This design comes from an exercise in tuning for small area, a short achievable clock period and few clock cycles per item on the open sky130 flow, not from production work.
Function was checked by simulation only, so behaviour that the tests miss may differ from the original.
Power is estimated from default activity; no workload was simulated.

--- run.sh ---
#!/bin/bash
# synth_recipe.tcl (not shown) runs the flow's synth.tcl, then flattens the netlist and writes it again
# the make line also repeats each setting of config.mk as NAME=value (left out here)
make -C /OpenROAD-flow-scripts/flow DESIGN_CONFIG=/design/flow/config.mk WORK_HOME=/design/flow/orfs CLKGATE_MAP_FILE= SYNTH_SCRIPT=/design/flow/synth_recipe.tcl finish
--- config.mk ---
export PLATFORM = sky130hd
export DESIGN_NAME = icache_top
export DESIGN_NICKNAME = icache_top
export VERILOG_FILES = /design/flow/design.v
export SDC_FILE = /design/flow/constraint.sdc
export NUM_CORES = 4
export LEC_CHECK = 0
export CAP_MARGIN = 20
export CORE_MARGIN = 2
export CORE_UTILIZATION = 55
export PLACE_DENSITY = 0.65
export SETUP_SLACK_MARGIN = 2.5
export SLEW_MARGIN = 20
--- constraint.sdc ---
create_clock -name core_clock -period 5.0 [get_ports {clk}]
set_input_delay 1.0000 -clock core_clock [delete_from_list [all_inputs] [get_ports {clk}]]
set_output_delay 1.0000 -clock core_clock [all_outputs]
set_load 0.01 [all_outputs]
--- design.v ---
`timescale 1ns/100ps
package icache_pkg;
    localparam int INDEX_W    = 4;
    localparam int OFFSET_W   = 2;
    localparam int WAYS       = 2;
    localparam int TAG_W      = 32 - INDEX_W - OFFSET_W - 2;
    localparam int LINE_WORDS = 4;
    localparam int SETS       = 1 << INDEX_W;
    typedef logic [31:0]              addr_t;
    typedef logic [31:0]              instr_t;
    typedef logic [TAG_W-1:0]         tag_t;
    typedef logic [INDEX_W-1:0]       index_t;
    typedef logic [OFFSET_W-1:0]      offset_t;
    typedef logic [LINE_WORDS*32-1:0] line_t;
    typedef struct packed {
        addr_t addr;
    } fetch_req_t;
    typedef struct packed {
        addr_t  pc;
        instr_t instr0;
        instr_t instr1;
        logic   second_valid;
    } fetch_resp_t;
    typedef struct packed {
        addr_t line_addr;
    } mem_req_t;
    typedef struct packed {
        logic  hit;
        line_t line;
    } way_lookup_t;
    typedef enum logic [1:0] {
        IDLE,
        LOOKUP,
        REFILL,
        RESPOND
    } ctrl_state_t;
    function automatic logic [OFFSET_W-1:0] addr_offset(logic [31:0] a);
        addr_offset = a[OFFSET_W+1:2];
    endfunction
    function automatic logic [INDEX_W-1:0] addr_index(logic [31:0] a);
        addr_index = a[OFFSET_W+2 +: INDEX_W];
    endfunction
    function automatic logic [TAG_W-1:0] addr_tag(logic [31:0] a);
        addr_tag = a[31 -: TAG_W];
    endfunction
endpackage
`timescale 1ns/100ps
`timescale 1ns/100ps
`timescale 1ns/100ps
`timescale 1ns/100ps
module icache_top (
    input  logic                    clk,
    input  logic                    rst_n,
    input  logic                    fetch_valid,
    input  logic [31:0]             fetch_addr,
    output logic                    fetch_ready,
    output logic                    resp_valid,
    output logic [31:0]             resp_pc,
    output logic [31:0]             resp_instr0,
    output logic [31:0]             resp_instr1,
    output logic                    resp_second_valid,
    input  logic                    resp_ready,
    input  logic                    flush,
    output logic                    mem_req_valid,
    output logic [31:0]             mem_addr,
    input  logic                    mem_data_valid,
    input  logic [127:0]            mem_data
);
    logic [15:0][127:0] d0, d1;
    logic [15:0][23:0]  t0, t1;
    logic [15:0]        val0, val1, lru;
    logic [15:0]        fs0, fs1;        
    logic        v2, v0, v1;
    logic        fb2, fb0, fb1, fpend;   
    logic [31:0] a2, a0, a1;
    logic [23:0] tq0, tq1;               
    logic        tv0, tv1;               
    logic        lw;                     
    logic [3:0]  lw_set;
    logic        lw_way;
    logic [23:0] lw_tag;
    logic        inv_seen;               
    logic [31:0] dec1;                   
    logic        hq0, hq1;               
    logic        vq;                     
    logic        mq;                     
    wire [3:0]  set0 = a0[7:4];
    wire [23:0] tag0 = a0[31:8];
    wire [3:0]  set1 = a1[7:4];
    wire [23:0] tag1 = a1[31:8];
    wire hit1      = hq0 || hq1;
    wire slot_free = !resp_valid || resp_ready;
    wire inv       = v1 && fb1;
    wire hit_go    = v1 && !fb1 && hit1 && slot_free;
    wire waiting   = v1 && !fb1 && !hit1;
    wire data_in   = waiting && mem_data_valid;
    wire byp       = data_in && slot_free;
    wire pop       = hit_go || byp;
    wire new_lru1  = hit1 ? hq0 : !vq;
    wire same1 = v1 && !fb1 && mq && (set1 == set0);
    wire samew = lw && !inv_seen && (lw_set == set0);
    wire eq1   = (tag1 == tag0);
    wire eqw   = (lw_tag == tag0);
    wire h0r   = (same1 && !vq)      ? eq1 :
                 (samew && !lw_way)  ? eqw : (tv0 && !inv_seen && (tq0 == tag0));
    wire h1r   = (same1 && vq)       ? eq1 :
                 (samew && lw_way)   ? eqw : (tv1 && !inv_seen && (tq1 == tag0));
    wire vic0  = (v1 && (set1 == set0)) ? new_lru1 : lru[set0];
    wire accept  = fetch_valid && fetch_ready;
    wire fbnew   = fpend || flush;
    wire move01  = v0 && (!v1 || pop);
    wire a0_free = !v0 || move01;
    logic v2_next;
    always_comb begin
        if (a0_free) v2_next = 1'b0;
        else         v2_next = v2 || accept;
    end
    wire [31:0] a0_new = v2 ? a2 : fetch_addr;
    always_ff @(posedge clk) begin
        if (!rst_n) begin
            v0          <= 1'b0;
            v1          <= 1'b0;
            v2          <= 1'b0;
            fpend       <= 1'b0;
            fetch_ready <= 1'b1;
        end else begin
            if (!v1 || pop) v1 <= v0;
            if (a0_free)    v0 <= v2 || accept;
            v2          <= v2_next;
            fpend       <= fbnew && !accept;
            fetch_ready <= !v2_next;
        end
    end
    always_ff @(posedge clk) begin
        if (a0_free) begin
            a0  <= a0_new;
            fb0 <= v2 ? fb2 : fbnew;
        end
        if (!v2) begin
            a2  <= fetch_addr;
            fb2 <= fbnew;
        end
        if (move01) begin
            a1   <= a0;
            fb1  <= fb0;
            dec1 <= 32'h1 << a0[7:3];
            hq0  <= h0r;
            hq1  <= h1r;
            vq   <= vic0;
            mq   <= !(h0r || h1r);
        end else if (inv) begin
            fb1  <= 1'b0;
            hq0  <= 1'b0;
            hq1  <= 1'b0;
            mq   <= 1'b1;
        end else if (data_in) begin
            hq0  <= !vq;
            hq1  <= vq;
        end
    end
    always_ff @(posedge clk) begin
        if (a0_free) begin
            tq0 <= t0[a0_new[7:4]];
            tq1 <= t1[a0_new[7:4]];
            tv0 <= val0[a0_new[7:4]];
            tv1 <= val1[a0_new[7:4]];
            lw     <= |{fs0, fs1};
            lw_set <= set1;
            lw_way <= vq;
            lw_tag <= tag1;
        end
    end
    always_ff @(posedge clk) begin
        if (!rst_n) begin
            inv_seen <= 1'b0;
        end else begin
            inv_seen <= inv || (inv_seen && !a0_free);
        end
    end
    logic [15:0] set1_oh;
    always_comb begin
        for (int s = 0; s < 16; s++) set1_oh[s] = dec1[2*s] || dec1[2*s+1];
    end
    always_ff @(posedge clk) begin
        if (!rst_n) begin
            fs0 <= '0;
            fs1 <= '0;
        end else begin
            fs0 <= (waiting && !mem_data_valid && !vq) ? set1_oh : 16'h0;
            fs1 <= (waiting && !mem_data_valid && vq)  ? set1_oh : 16'h0;
        end
    end
    always_ff @(posedge clk) begin
        if (!rst_n) begin
            val0 <= '0;
            val1 <= '0;
            lru  <= '0;
        end else begin
            if (inv) begin
                val0 <= '0;
                val1 <= '0;
            end else begin
                val0 <= val0 | fs0;
                val1 <= val1 | fs1;
            end
            if (pop) begin
                lru[set1] <= new_lru1;
            end
        end
    end
    assign mem_req_valid = waiting;
    assign mem_addr      = {a1[31:4], 4'h0};
    always_ff @(posedge clk) begin
        for (int s = 0; s < 16; s++) begin
            if (fs0[s]) begin
                d0[s] <= mem_data;
                t0[s] <= tag1;
            end
            if (fs1[s]) begin
                d1[s] <= mem_data;
                t1[s] <= tag1;
            end
        end
    end
    logic [63:0] p0, p1;
    always_comb begin
        p0 = '0;
        p1 = '0;
        for (int s = 0; s < 16; s++) begin
            p0 = p0 | ({64{dec1[2*s]}} & d0[s][63:0]) | ({64{dec1[2*s+1]}} & d0[s][127:64]);
            p1 = p1 | ({64{dec1[2*s]}} & d1[s][63:0]) | ({64{dec1[2*s+1]}} & d1[s][127:64]);
        end
    end
    wire [63:0] mpair = a1[3] ? mem_data[127:64] : mem_data[63:0];
    wire [63:0] pr    = !hit1 ? mpair : (hq1 ? p1 : p0);
    always_ff @(posedge clk) begin
        if (!rst_n) begin
            resp_valid <= 1'b0;
        end else begin
            resp_valid <= pop || (resp_valid && !resp_ready);
        end
    end
    always_ff @(posedge clk) begin
        if (slot_free) begin
            resp_pc           <= a1;
            resp_instr0       <= a1[2] ? pr[63:32] : pr[31:0];
            resp_instr1       <= a1[2] ? 32'h0 : pr[63:32];
            resp_second_valid <= !a1[2];
        end
    end
endmodule
==> reports/results.txt, run 1 <==
status: complete, but fails checks
Failing Checks: slew limit
worst path required time: 4.00 ns
unique cell type count in the Yosys netlist: 61
area occupied by multi-input gates: 34100 µm²
Synth Warn #: 1
slowest stage delay, CP: 0.67 ns
share of cells above drive strength 1: 0.193
final hold viol count: 0
Worst VDD drop: 0.397 mV
Worst Hold Class: flop to flop
final setup fails: 0
global route overflow: 0
worst reg2reg setup slack: 2.17 ns
leak pwr: 74.8 nW
FP Rows: 216
slew margin rel.: -0.122
Synth Instances: 10700
vias in the first global route: 116000
Top FF cell, synth: edfxtp_1
Routed WL: 728000 µm
core area: 346000 µm²
top cell family by delay on the critical path: flip-flops
Seq/Total Area, Yosys: 0.822
CP bufs+invs: 1
Critical Path AT: 1.97 ns
slowest stage cell on the critical path: edfxtp_1
Min Clock Period, post-route: 2.97 ns
Startpoint Class: flop
total global-route track usage: 0.397
power density over cell area: 402 nW/µm²
final worst-path cycle share: 0.593
Die W: 593 µm
Pint: 71.8 mW
CP Class: flop to primary output
sw power: 20.6 mW
Max Root-Sink Buffers: 4
Final ANT Viol Nets: 0
fillcell total: 22300
starting density of the core: 0.552
FF+latch area: 157000 µm²
Flop pwr share: 0.529
nets@finish: 12000
CP endpoint kind: primary output
Worst Tran Pin Value: 1.68 ns
pin count of the biggest net entering global routing: 151
Clk Latency, worst-skew pair: 1.07 ns
total power: 92.4 mW
Yosys top cell area share: 0.809
CTS tree: yes
drt via density: 7.39
global-route wire length before repair: 957000 µm
Setup TNS: 0 ns
Max Freq: 337 MHz
syn_area_per_cell: 17.8 µm²
CTS root buffer: clkbuf_16
sw frac: 0.223
# IOs: 298
Gate power share: 0.058
final worst setup slack: 2.03 ns
asr flop ratio synth: 0
DR vias: 124000
number of DRC markers in iteration 0: 25200
fin. max-slew vios: 45
I/O Buffers: 293
cells along the critical path: buf_2
Pre-Repair DR Iteration Count: 7
RSZ-0062 raised after global routing: yes
die area: 352000 µm²
H-tree depth: 6
GPL Wtd Cong: 0.830
Max-cap violations: 0
Synth Register Bits: 5263
worst slack, placed: 1.05 ns
Layout area overhead: 20.4%
Clock Sinks: 5263
R2R cell count: 8
synth top area cells: edfxtp_1, a22oi_1, nand4_1, nand2_1, dfxtp_1
Detail Placement HPWL: 319000 µm
Levels on crit path: 1
DRC: 0
CTS Buf Count: 527
area of the mapped netlist: 191000 µm²
initial antenna violation count: 59
top post-synthesis cells by count: edfxtp_1, a22oi_1, nand2_1
Die Y: 593 µm
Clk pwr share: 0.412
routed wire length per instance: 43.3 µm
CP max FO: 3
WHS Path Cells: 0
clk_skew: 0.0315 ns
clk slew on worst S/H paths: 0.06 ns
most common cell in the netlist: edfxtp_1
leading area contributor after synthesis: edfxtp_1
Post-synth EDFFs: 5143
## cell usage in the layout, fill, tap and decap left out, types with 84 or more instances in the layout
| master | synthesis | final |
|---|---|---|
| buf_2 | 149 | 103 |
| buf_4 | 37 | 432 |
| buf_16 | 0 | 85 |
| dfxtp_1 | 120 | 84 |
| nand3_1 | 411 | 410 |
| buf_12 | 0 | 236 |
| a311oi_1 | 101 | 101 |
| clkbuf_16 | 0 | 586 |
| xnor2_1 | 93 | 88 |
| a22oi_2 | 0 | 204 |
| nand4_1 | 537 | 537 |
| clkinv_1 | 1 | 106 |
| clkbuf_1 | 374 | 143 |
| buf_6 | 1 | 140 |
| nor2_1 | 138 | 108 |
| edfxtp_1 | 5143 | 5143 |
| a22oi_1 | 2048 | 1844 |
| nand2_1 | 816 | 812 |
| clkdlybuf4s50_1 | 0 | 146 |
## area by class of cell
type,instances,area share
inverters,14,0.000370
repair inverters,2,0.0000708
multi-input cells,4738,0.149
clock inverters,231,0.00811
flip-flops and latches,5263,0.683
clock buffers,702,0.0627
well taps,4578,0.0249
diodes,36,0.000392
repair buffers,1253,0.0720
## metal layers
metal / wire length, µm / share of wire / global-route usage
met1: 238000 / 0.33 / 0.527
met2: 318000 / 0.44 / 0.590
met3: 120000 / 0.16 / 0.118
met4: 51100 / 0.070 / 0.227
met5: 379 / 0.00052 / 0
## sequential cells by signal, indices dropped and copies added, names as in the netlist, 4 cells and up
signal,cells
a0,32
a1,32
a2,32
d0,2048
d1,2048
dec1,32
fs0,16
fs1,16
lru,16
lw_set,4
lw_tag,24
resp_instr0,32
resp_instr1,32
resp_pc,32
t0,384
t1,384
tq0,24
tq1,24
val0,16
val1,16
## final timing paths
kind                         from         endpoint
setup / recovery  resp_instr1[16]  resp_instr1[16]
hold / removal              a0[2]            a1[2]
setup reg to reg         dec1[25]  resp_instr0[19]
hold reg to reg             a0[2]            a1[2]
## what timing repair did
| item | in CTS | in global routing |
|---|---|---|
| hold buffers | 0 | 0 |
| setup endpoints to repair | 435 | 256 |
| gates resized for setup | 1104 | 447 |
| pin swaps | 131 | 242 |
| cloned | 78 | 43 |
| setup buffers | 273 | 130 |
## cells by family (layout without fill, tap and decap cells)
logic type / Yosys count / count (layout) / share of synthesized area
flip-flops: 5263 / 5263 / 0.822
AO/OA/AOI/OAI: 2476 / 2476 / 0.0986
AND/OR/NAND/NOR: 2039 / 2044 / 0.0518
buffers and inverters: 741 / 2202 / 0.0163
multiplexers: 106 / 106 / 0.00635
XOR/XNOR: 104 / 104 / 0.00477
adder cells (fa/ha/maj): 4 / 4 / 0.000262
other: 1 / 40 / 0.0000196
## stage by stage
| step | hold slack [ns] | instances | area [µm²] | utilization |
|---|---|---|---|---|
| after floorplan | 0.400 | 10700 | 191000 | - |
| after CTS | 0.419 | 16600 | 225000 | 0.652 |
| after global routing | 0.423 | 16800 | 230000 | 0.665 |
| after detailed placement | 0.405 | 15300 | 202000 | 0.583 |
| after global placement | 0.405 | 15300 | 202000 | 0.583 |
| final | 0.403 | 16800 | 230000 | 0.665 |
## power by group through the flow
stage          Clock, mW  Combinational, mW  Sequential (mW)
2_1_floorplan          0               1.52             49.8
3_3_place_gp           0               3.80             49.9
3_5_place_dp           0               3.87             49.9
4_1_cts             37.9               4.73             48.9
5_1_grt             39.7               5.38             48.9
6_report            38.1               5.39             48.9
Testbench counts, summed over its fixed seeds: cycles 18,308, items 12,000.
==> inputs of run 2 (changes only) <==
--- a/design.v
+++ b/design.v
@@ -81,8 +81,9 @@
     logic [23:0] lw_tag;
     logic        inv_seen;               
-    logic [31:0] dec1;                   
+    logic [31:0] dw0, dw1;               
     logic        hq0, hq1;               
     logic        vq;                     
     logic        mq;                     
+    logic [27:0] mreg;                   
     wire [3:0]  set0 = a0[7:4];
     wire [23:0] tag0 = a0[31:8];
@@ -91,9 +92,11 @@
     wire hit1      = hq0 || hq1;
     wire slot_free = !resp_valid || resp_ready;
+    logic r_valid;
+    wire r_free    = !r_valid || slot_free;
     wire inv       = v1 && fb1;
-    wire hit_go    = v1 && !fb1 && hit1 && slot_free;
+    wire hit_go    = v1 && !fb1 && hit1 && r_free;
     wire waiting   = v1 && !fb1 && !hit1;
     wire data_in   = waiting && mem_data_valid;
-    wire byp       = data_in && slot_free;
+    wire byp       = data_in && r_free;
     wire pop       = hit_go || byp;
     wire new_lru1  = hit1 ? hq0 : !vq;
@@ -144,17 +147,26 @@
             a1   <= a0;
             fb1  <= fb0;
-            dec1 <= 32'h1 << a0[7:3];
+            dw0  <= h0r ? (32'h1 << a0[7:3]) : 32'h0;
+            dw1  <= h1r ? (32'h1 << a0[7:3]) : 32'h0;
             hq0  <= h0r;
             hq1  <= h1r;
             vq   <= vic0;
             mq   <= !(h0r || h1r);
+            if (!fb0) begin
+                mreg <= a0[31:4];
+            end
         end else if (inv) begin
             fb1  <= 1'b0;
             hq0  <= 1'b0;
             hq1  <= 1'b0;
+            dw0  <= 32'h0;
+            dw1  <= 32'h0;
             mq   <= 1'b1;
+            mreg <= a1[31:4];
         end else if (data_in) begin
             hq0  <= !vq;
             hq1  <= vq;
+            dw0  <= vq ? 32'h0 : (32'h1 << a1[7:3]);
+            dw1  <= vq ? (32'h1 << a1[7:3]) : 32'h0;
         end
     end
@@ -178,8 +190,5 @@
         end
     end
-    logic [15:0] set1_oh;
-    always_comb begin
-        for (int s = 0; s < 16; s++) set1_oh[s] = dec1[2*s] || dec1[2*s+1];
-    end
+    wire [15:0] set1_oh = 16'h1 << set1;
     always_ff @(posedge clk) begin
         if (!rst_n) begin
@@ -209,6 +218,16 @@
         end
     end
-    assign mem_req_valid = waiting;
-    assign mem_addr      = {a1[31:4], 4'h0};
+    always_ff @(posedge clk) begin
+        if (!rst_n) begin
+            mem_req_valid <= 1'b0;
+        end else if (move01) begin
+            mem_req_valid <= !fb0 && !(h0r || h1r);
+        end else if (pop || data_in) begin
+            mem_req_valid <= 1'b0;
+        end else if (inv) begin
+            mem_req_valid <= 1'b1;
+        end
+    end
+    assign mem_addr = {mreg, 4'h0};
     always_ff @(posedge clk) begin
         for (int s = 0; s < 16; s++) begin
@@ -223,29 +242,43 @@
         end
     end
-    logic [63:0] p0, p1;
+    logic [63:0] ph;
     always_comb begin
-        p0 = '0;
-        p1 = '0;
+        ph = '0;
         for (int s = 0; s < 16; s++) begin
-            p0 = p0 | ({64{dec1[2*s]}} & d0[s][63:0]) | ({64{dec1[2*s+1]}} & d0[s][127:64]);
-            p1 = p1 | ({64{dec1[2*s]}} & d1[s][63:0]) | ({64{dec1[2*s+1]}} & d1[s][127:64]);
+            ph = ph | ({64{dw0[2*s]}} & d0[s][63:0]) | ({64{dw0[2*s+1]}} & d0[s][127:64])
+                    | ({64{dw1[2*s]}} & d1[s][63:0]) | ({64{dw1[2*s+1]}} & d1[s][127:64]);
         end
     end
     wire [63:0] mpair = a1[3] ? mem_data[127:64] : mem_data[63:0];
-    wire [63:0] pr    = !hit1 ? mpair : (hq1 ? p1 : p0);
+    logic [63:0] r_pair;
+    logic [31:0] r_pc;
+    always_ff @(posedge clk) begin
+        if (!rst_n) begin
+            r_valid <= 1'b0;
+        end else if (r_free) begin
+            r_valid <= pop;
+        end
+        if (r_free) begin
+            r_pair <= ph | (mpair & {64{!hit1}});
+            r_pc   <= a1;
+        end
+    end
     always_ff @(posedge clk) begin
         if (!rst_n) begin
             resp_valid <= 1'b0;
-        end else begin
-            resp_valid <= pop || (resp_valid && !resp_ready);
-        end
-    end
-    always_ff @(posedge clk) begin
-        if (slot_free) begin
-            resp_pc           <= a1;
-            resp_instr0       <= a1[2] ? pr[63:32] : pr[31:0];
-            resp_instr1       <= a1[2] ? 32'h0 : pr[63:32];
-            resp_second_valid <= !a1[2];
-        end
+        end else if (slot_free) begin
+            resp_valid <= r_valid;
+        end
+    end
+    wire  [96:0] resp_new = {r_pc,
+                             r_pc[2] ? r_pair[63:32] : r_pair[31:0],
+                             r_pc[2] ? 32'h0 : r_pair[63:32],
+                             !r_pc[2]};
+    logic [96:0] resp_keep;
+    always_ff @(posedge clk) begin
+        if (slot_free && r_valid) begin
+            resp_keep <= resp_new;
+        end
+        {resp_pc, resp_instr0, resp_instr1, resp_second_valid} <= slot_free ? resp_new : resp_keep;
     end
 endmodule
--- a/config.mk
+++ b/config.mk
@@ -8,6 +8,6 @@
 export CAP_MARGIN = 20
 export CORE_MARGIN = 2
-export CORE_UTILIZATION = 55
-export PLACE_DENSITY = 0.65
+export CORE_UTILIZATION = 50
+export PLACE_DENSITY = 0.6
 export SETUP_SLACK_MARGIN = 2.5
 export SLEW_MARGIN = 20
==> run 2 against run 1 <==
  * The run now finishes clean
  * Total power is 7.3% higher
  * First-iteration DRC count is 14% higher
  * Register-to-register slack better by 0.04 ns
  * Cell count is 9.1% higher
  * Critical path depth is 7 higher
  * Non-clock buffer count is 62 higher
  * Via count is 8.9% higher
  * Clock skew is 0.018 ns higher
  * Cell area is 4.5% higher
  * Sequential power is 4.5% higher
  * Fmax is 6.4% higher
  * Critical path type is now flop to flop
  * Largest cell class unchanged
  * Largest power group unchanged
==> reports/results.txt, run 2 <==
status: complete, no violations
mux contribution to synthesized area: 0.00746
Max Root-Sink Buffers: 4
pin count of the biggest net entering global routing: 102
Routed WL: 854000 µm
Seq/Total Area, Yosys: 0.818
worst path required time: 5.86 ns
most common cell in the netlist: edfxtp_1
most frequent cells in the layout: edfxtp_1, a22oi_1, nand2_1
final hold viol count: 0
clk_skew: 0.0495 ns
CTS root buffer: clkbuf_16
core area: 399000 µm²
Min Clock Period, post-route: 2.79 ns
Detail Placement HPWL: 388000 µm
Max-cap violations: 0
worst reg2reg setup slack: 2.21 ns
vias in the first global route: 121000
Clk pwr share: 0.407
Synth Warn #: 1
area of the mapped netlist: 200000 µm²
sw frac: 0.239
Startpoint Class: flop
slowest stage delay, CP: 0.51 ns
RSZ-0062 raised after global routing: yes
unique cell type count in the Yosys netlist: 71
Post-synth EDFFs: 5299
H-tree depth: 6
Worst Hold Class: flop to flop
Gate power share: 0.077
area occupied by multi-input gates: 36200 µm²
global-route wire length before repair: 1090000 µm
DR vias: 135000
final worst setup slack: 2.21 ns
Critical Path AT: 3.65 ns
hold buffers post-CTS: 0
Worst VDD drop: 0.371 mV
CTS tree: yes
Synth Register Bits: 5518
power density over cell area: 413 nW/µm²
leading area contributor after synthesis: edfxtp_1
Top FF cell, synth: edfxtp_1
fillcell total: 28500
crit path from: a0[29]
share of cells above drive strength 1: 0.194
area share of fa/ha/maj cells after synthesis: 0.000438
Flop pwr share: 0.516
CP endpoint kind: flop
global route overflow: 0
final worst-path cycle share: 0.558
DRC: 0
slew margin rel.: 0.128
largest family of logic cells by synthesized area: compound AO/OA/AOI/OAI gates
initial antenna violation count: 113
Max Freq: 358 MHz
slowest stage cell on the critical path: edfxtp_1
CTS Buf Count: 556
synth top area cells: edfxtp_1, a22oi_1, nand2_1, dfxtp_1, a221oi_1
fin. max-slew vios: 0
Final Util: 0.603
total global-route track usage: 0.399
sw power: 23.7 mW
Die Y: 636 µm
Setup TNS: 0 ns
Synth Area in Compound Gates: 0.0957
RR Startpoint: a0[29]
Post-Synth Simple-Gate Area: 0.0582
Synth Instances: 11400
starting density of the core: 0.501
Clk Latency, worst-skew pair: 1.09 ns
hold worst-path end: r_pc[2]
total power: 99.1 mW
WHS Path Cells: 0
leak pwr: 79.1 nW
number of DRC markers in iteration 0: 28700
die area: 405000 µm²
Yosys top cell area share: 0.796
Final ANT Viol Nets: 0
Die W: 636 µm
GPL Wtd Cong: 0.874
cells along the critical path: buf_4, xnor2_1, nand4_1, nor4_4, and4_2, or3_4, nand4b_4, o22ai_2
syn_area_per_cell: 17.6 µm²
FP Rows: 232
commonest non-fill, non-tap cell in the layout: edfxtp_1
asr flop ratio synth: 0
CP Class: flop to flop
clk slew on worst S/H paths: 0.06 ns
Hold Crit Start: a1[2]
top flop regs: d0: 2048 flops, d1: 2048 flops
r2r endpoint: dw1[1]
xor/xnor share of the synthesized area: 0.00480
Layout area overhead: 20.2%
Pint: 75.4 mW
Pre-Repair DR Iteration Count: 9
Worst Tran Pin Value: 1.31 ns
CP max FO: 8
routed wire length per instance: 46.5 µm
FF+latch area: 164000 µm²
R2R cell count: 8
final setup fails: 0
I/O Buffers: 293
top post-synthesis cells by count: edfxtp_1, a22oi_1, nand2_1
drt via density: 7.38
nets@finish: 12700
# IOs: 298
Clock Sinks: 5518
worst slack, placed: 0.864 ns
[run 2: critical path: cells and delay by family, from the launching register on]
family                 cells  cell delay [ns]
buffers and inverters      1             0.19
AO/OA/AOI/OAI              1             0.25
AND/OR/NAND/NOR            5             1.45
flip-flops                 1             0.51
XOR/XNOR                   1             0.18
[run 2: cell type report]
class	count	area share
sequential	5518	0.682
clock inverter	274	0.0102
timing repair inverter	2	0.0000833
timing repair buffer	1315	0.0661
multi-input combinational	5134	0.151
inverter	13	0.000500
clock buffer	719	0.0616
tap	5265	0.0274
antenna	112	0.00117
[run 2: per-layer routing]
metal / share of wire / GRT usage
met5: 0.0013 / 0.00201
met4: 0.078 / 0.250
met3: 0.18 / 0.141
met2: 0.42 / 0.567
met1: 0.32 / 0.525
[run 2: through the flow]
step                area (µm²)  hold slack (ns)  instances
floorplan               200000            0.400      11400
global placement        212000            0.405      16700
detailed placement      212000            0.405      16800
CTS                     235000            0.419      18000
global route            240000            0.427      18300
finish                  240000            0.419      18400
[run 2: worst max-delay path by stage]
stage / to / slack (ns) / cells past startpoint
final: dw1[1] / 2.21 / 8
after global routing: dw1[13] / 2.19 / 9
after CTS: mem_addr[4] / 2.25 / 1
after detailed placement: r_pair[7] / 0.86 / 5
after global placement: r_pair[7] / 0.95 / 5
after floorplan: fetch_ready / -1.12 / 4
[run 2: power groups by stage]
stage / clock, mW / sequential, mW / combinational, mW
6_report: 40.4 / 51.1 / 7.59
5_1_grt: 42.0 / 51.1 / 7.39
4_1_cts: 40.1 / 51.1 / 6.45
3_5_place_dp: 0 / 52.2 / 5.47
3_3_place_gp: 0 / 52.3 / 5.35
2_1_floorplan: 0 / 52.0 / 2.16
[run 2: cells by family after synthesis]
kind of cell,count (synthesis)
multiplexers,135
flip-flops,5518
AO/OA/AOI/OAI,2413
other,1
adder cells (fa/ha/maj),7
XOR/XNOR,106
AND/OR/NAND/NOR,2467
buffers and inverters,738
[run 2: what timing repair did]
item,in CTS,in global routing
gates cloned,45,36
setup buffers,226,186
pin swaps,122,165
hold endpoints to repair,0,0
resized for setup,1181,437
endpoints found under the setup margin,644,407
Testbench counts of run 2, summed over its fixed seeds: cycles 18,316, items 12,000.
==> inputs of run 3 (changes only) <==
--- a/config.mk
+++ b/config.mk
@@ -6,8 +6,10 @@
 export NUM_CORES = 4
 export LEC_CHECK = 0
-export CAP_MARGIN = 20
+export CAP_MARGIN = 30
 export CORE_MARGIN = 2
 export CORE_UTILIZATION = 50
+export CTS_CLUSTER_DIAMETER = 60
+export CTS_CLUSTER_SIZE = 27
 export PLACE_DENSITY = 0.6
 export SETUP_SLACK_MARGIN = 2.5
-export SLEW_MARGIN = 20
+export SLEW_MARGIN = 50
==> run 3 against run 2 <==
  * Still clean on timing, DRC and antenna
  * Cell area decreased by 0.49%
  * Sequential power about the same
  * Register-to-register slack got worse by 0.06 ns
  * Synthesized cell count unchanged
  * Worst hold slack improved by 0.0020 ns
  * Count of clock-buffer cells in the layout decreased by 318
  * Total power decreased by 5.7%
  * Non-clock buffer count increased by 71
  * Largest cell class unchanged
  * Largest power group unchanged
  * Highest routed layer unchanged
==> reports/results.txt, run 3 <==
GPL Wtd Cong: 0.874
Detail Placement HPWL: 408000 µm
worst reg2reg setup slack: 2.15 ns
most common cell in the netlist: edfxtp_1
FP Rows: 232
number of DRC markers in iteration 0: 28700
final cell count without fillers: 18200
worst slack, placed: 0.956 ns
Min Clock Period, post-route: 2.85 ns
leak pwr: 78.2 nW
drt via density: 7.41
share of cells above drive strength 1: 0.200
Flop pwr share: 0.546
H-tree depth: 5
Synth Area in Compound Gates: 0.0957
Routed WL: 851000 µm
Clock Sinks: 5518
Setup TNS: 0 ns
critical path capture point: dw0[5]
global-route wire length before repair: 1090000 µm
fillcell total: 28500
slew margin rel.: 0.412
power density over cell area: 391 nW/µm²
CP endpoint kind: flop
Clk Latency, worst-skew pair: 1.03 ns
Max Freq: 350 MHz
Critical Path AT: 3.72 ns
leading area contributor after synthesis: edfxtp_1
clk_skew: 0.0616 ns
Seq/Total Area, Yosys: 0.818
asr flop ratio synth: 0
top post-synthesis cells by count: edfxtp_1, a22oi_1, nand2_1
final hold viol count: 0
Die W: 636 µm
Post-synth EDFFs: 5299
Layout area overhead: 19.6%
initial antenna violation count: 119
sw frac: 0.257
final setup fails: 0
Die Y: 636 µm
Final Cell Area: 239000 µm²
area of the mapped netlist: 200000 µm²
placed inst area: 214000 µm²
total global-route track usage: 0.402
crit path from: a0[12]
Gate power share: 0.082
vias in the first global route: 120000
r2r endpoint: dw0[5]
die area: 405000 µm²
Worst Hold Class: flop to flop
CP Class: flop to flop
most frequent cells in the layout: edfxtp_1, a22oi_1, nand2_1
Final ANT Viol Nets: 0
commonest non-fill, non-tap cell in the layout: edfxtp_1
synth top area cells: edfxtp_1, a22oi_1, nand2_1, dfxtp_1, a221oi_1
Post-Synth Simple-Gate Area: 0.0582
CP max FO: 8
DRC: 0
unique cell type count in the Yosys netlist: 71
fin. max-slew vios: 0
CTS Buf Count: 379
clk slew on worst S/H paths: 0.10 ns
CTS tree: yes
Pint: 69.4 mW
Final Util: 0.600
sw power: 24.1 mW
CTS root buffer: clkbuf_16
Synth Instances: 11400
Synth Register Bits: 5518
global route overflow: 0
RSZ-0062 raised after global routing: yes
Clk pwr share: 0.371
xor/xnor share of the synthesized area: 0.00480
hold buffers post-CTS: 0
largest family of logic cells by synthesized area: compound AO/OA/AOI/OAI gates
Worst Tran Pin Value: 0.880 ns
nets@finish: 12600
starting density of the core: 0.501
Pre-Repair DR Iteration Count: 6
status: complete, no violations
Max Root-Sink Buffers: 4
area share of fa/ha/maj cells after synthesis: 0.000438
Synth Warn #: 1
R2R cell count: 7
RR Startpoint: a0[12]
Placed Instances: 16800
Startpoint Class: flop
# IOs: 298
routed wire length per instance: 46.8 µm
core area: 399000 µm²
Top FF cell, synth: edfxtp_1
final worst setup slack: 2.15 ns
syn_area_per_cell: 17.6 µm²
worst path required time: 5.86 ns
Max-cap violations: 0
Yosys top cell area share: 0.796
pin count of the biggest net entering global routing: 131
Worst VDD drop: 0.286 mV
final worst-path cycle share: 0.571
top flop regs: d0: 2048 flops, d1: 2048 flops
DR vias: 135000
I/O Buffers: 293
mux contribution to synthesized area: 0.00746
## run 3: cell counts after synthesis
No cell type changed its count.
## run 3: final cells by class
class	instances	area [µm²]	share of cell area
flip-flops and latches	5518	164000	0.685
multi-input cells	5134	36400	0.152
repair buffers	1386	17900	0.0751
clock buffers	401	9820	0.0411
well taps	5265	6590	0.0276
clock inverters	306	3970	0.0166
diodes	149	373	0.00156
inverters	13	101	0.000424
repair inverters	2	20.0	0.0000838
## run 3: worst min-delay path by stage
stage,start,to,cells after the start
4_1_cts,a0[0],a1[0],0
6_report,a0[0],a1[0],0
3_5_place_dp,a1[2],r_pc[2],0
3_3_place_gp,a1[2],r_pc[2],0
2_1_floorplan,a0[0],a1[0],0
5_1_grt,a0[0],a1[0],0
## run 3: repair_timing
action                                  in CTS  in global routing
endpoints found under the setup margin     519                369
gates resized for setup                   1267                400
gates cloned                                59                 26
buffers inserted                           247                137
pin swaps                                  159                179
## run 3: stage by stage
step                      hold WS (ns)  power (mW)
after floorplan                  0.400        54.2
after global placement           0.405        57.6
after detailed placement         0.407        57.7
after CTS                        0.420        92.3
after global routing             0.422        94.7
final                            0.421        93.5
## run 3: cells by family (layout without fill, tap and decap cells)
kind of cell             after synthesis  after routing
adder cells (fa/ha/maj)                7              7
buffers and inverters                738           2108
other                                  1            153
multiplexers                         135            135
AND/OR/NAND/NOR                     2467           2469
XOR/XNOR                             106            106
flip-flops                          5518           5518
AO/OA/AOI/OAI                       2413           2413
## run 3: critical path, stage by stage, from the launching register on
cell	delay, ns
edfxtp_1	0.55
xnor2_1	0.48
nand4_1	0.20
or4_4	0.48
nor3_4	0.16
or3_4	0.25
nand4_4	0.28
o22ai_1	0.26
## run 3: routing by layer
metal  up-vias  GRT usage  part of all wire
met4        62      0.250             0.079
li1      48800          -                 -
met1     67700      0.525              0.32
met2     15000      0.575              0.42
met5         -          0           0.00082
met3      3168      0.144              0.18
## run 3: power groups by stage
stage | clock, mW | sequential [mW] | combinational (mW)
after global placement | 0 | 52.3 | 5.35
after CTS | 34.5 | 51.1 | 6.68
after detailed placement | 0 | 52.2 | 5.58
after floorplan | 0 | 52.0 | 2.16
final | 34.7 | 51.1 | 7.69
after global routing | 36.1 | 51.1 | 7.50

-- re-timing with driven ports --
The results above use ideal ports. As a check the final layouts listed here were re-extracted and re-timed, cells and wires unchanged.
Step 1 (the two cells are an assumption about what drives the block):
set clk [get_ports {clk}]
set_driving_cell -lib_cell sky130_fd_sc_hd__clkbuf_16 $clk
set_driving_cell -lib_cell sky130_fd_sc_hd__buf_2 [delete_from_list [all_inputs] $clk]
Step 2 adds t to the input delays and takes it off the output delays; t is the mean of the earliest and latest rising clock arrival at the registers after step 1. Input paths then give back, and output paths get back, about the clock's delay inside the block.
Three values: ideal ports, drivers, drivers and shift; two values: the first two.
run	t (ns)	slack for setup (ns)	worst setup path after step 2	clock arrival spread, ns	slew at the worst register clock pin (ns)
run 1	1.165	2.033 / 1.918 / 1.523	input to register	0.043 / 0.043	0.07 / 0.07
run 2	1.177	2.210 / 2.161 / 1.381	input to register	0.068 / 0.069	0.07 / 0.07
run 3	1.139	2.147 / 2.147 / 1.604	input to register	0.086 / 0.086	0.10 / 0.10
The setup slack of run 2, which loses most, moves by -0.049 ns with the drivers and by -0.829 ns with both steps.
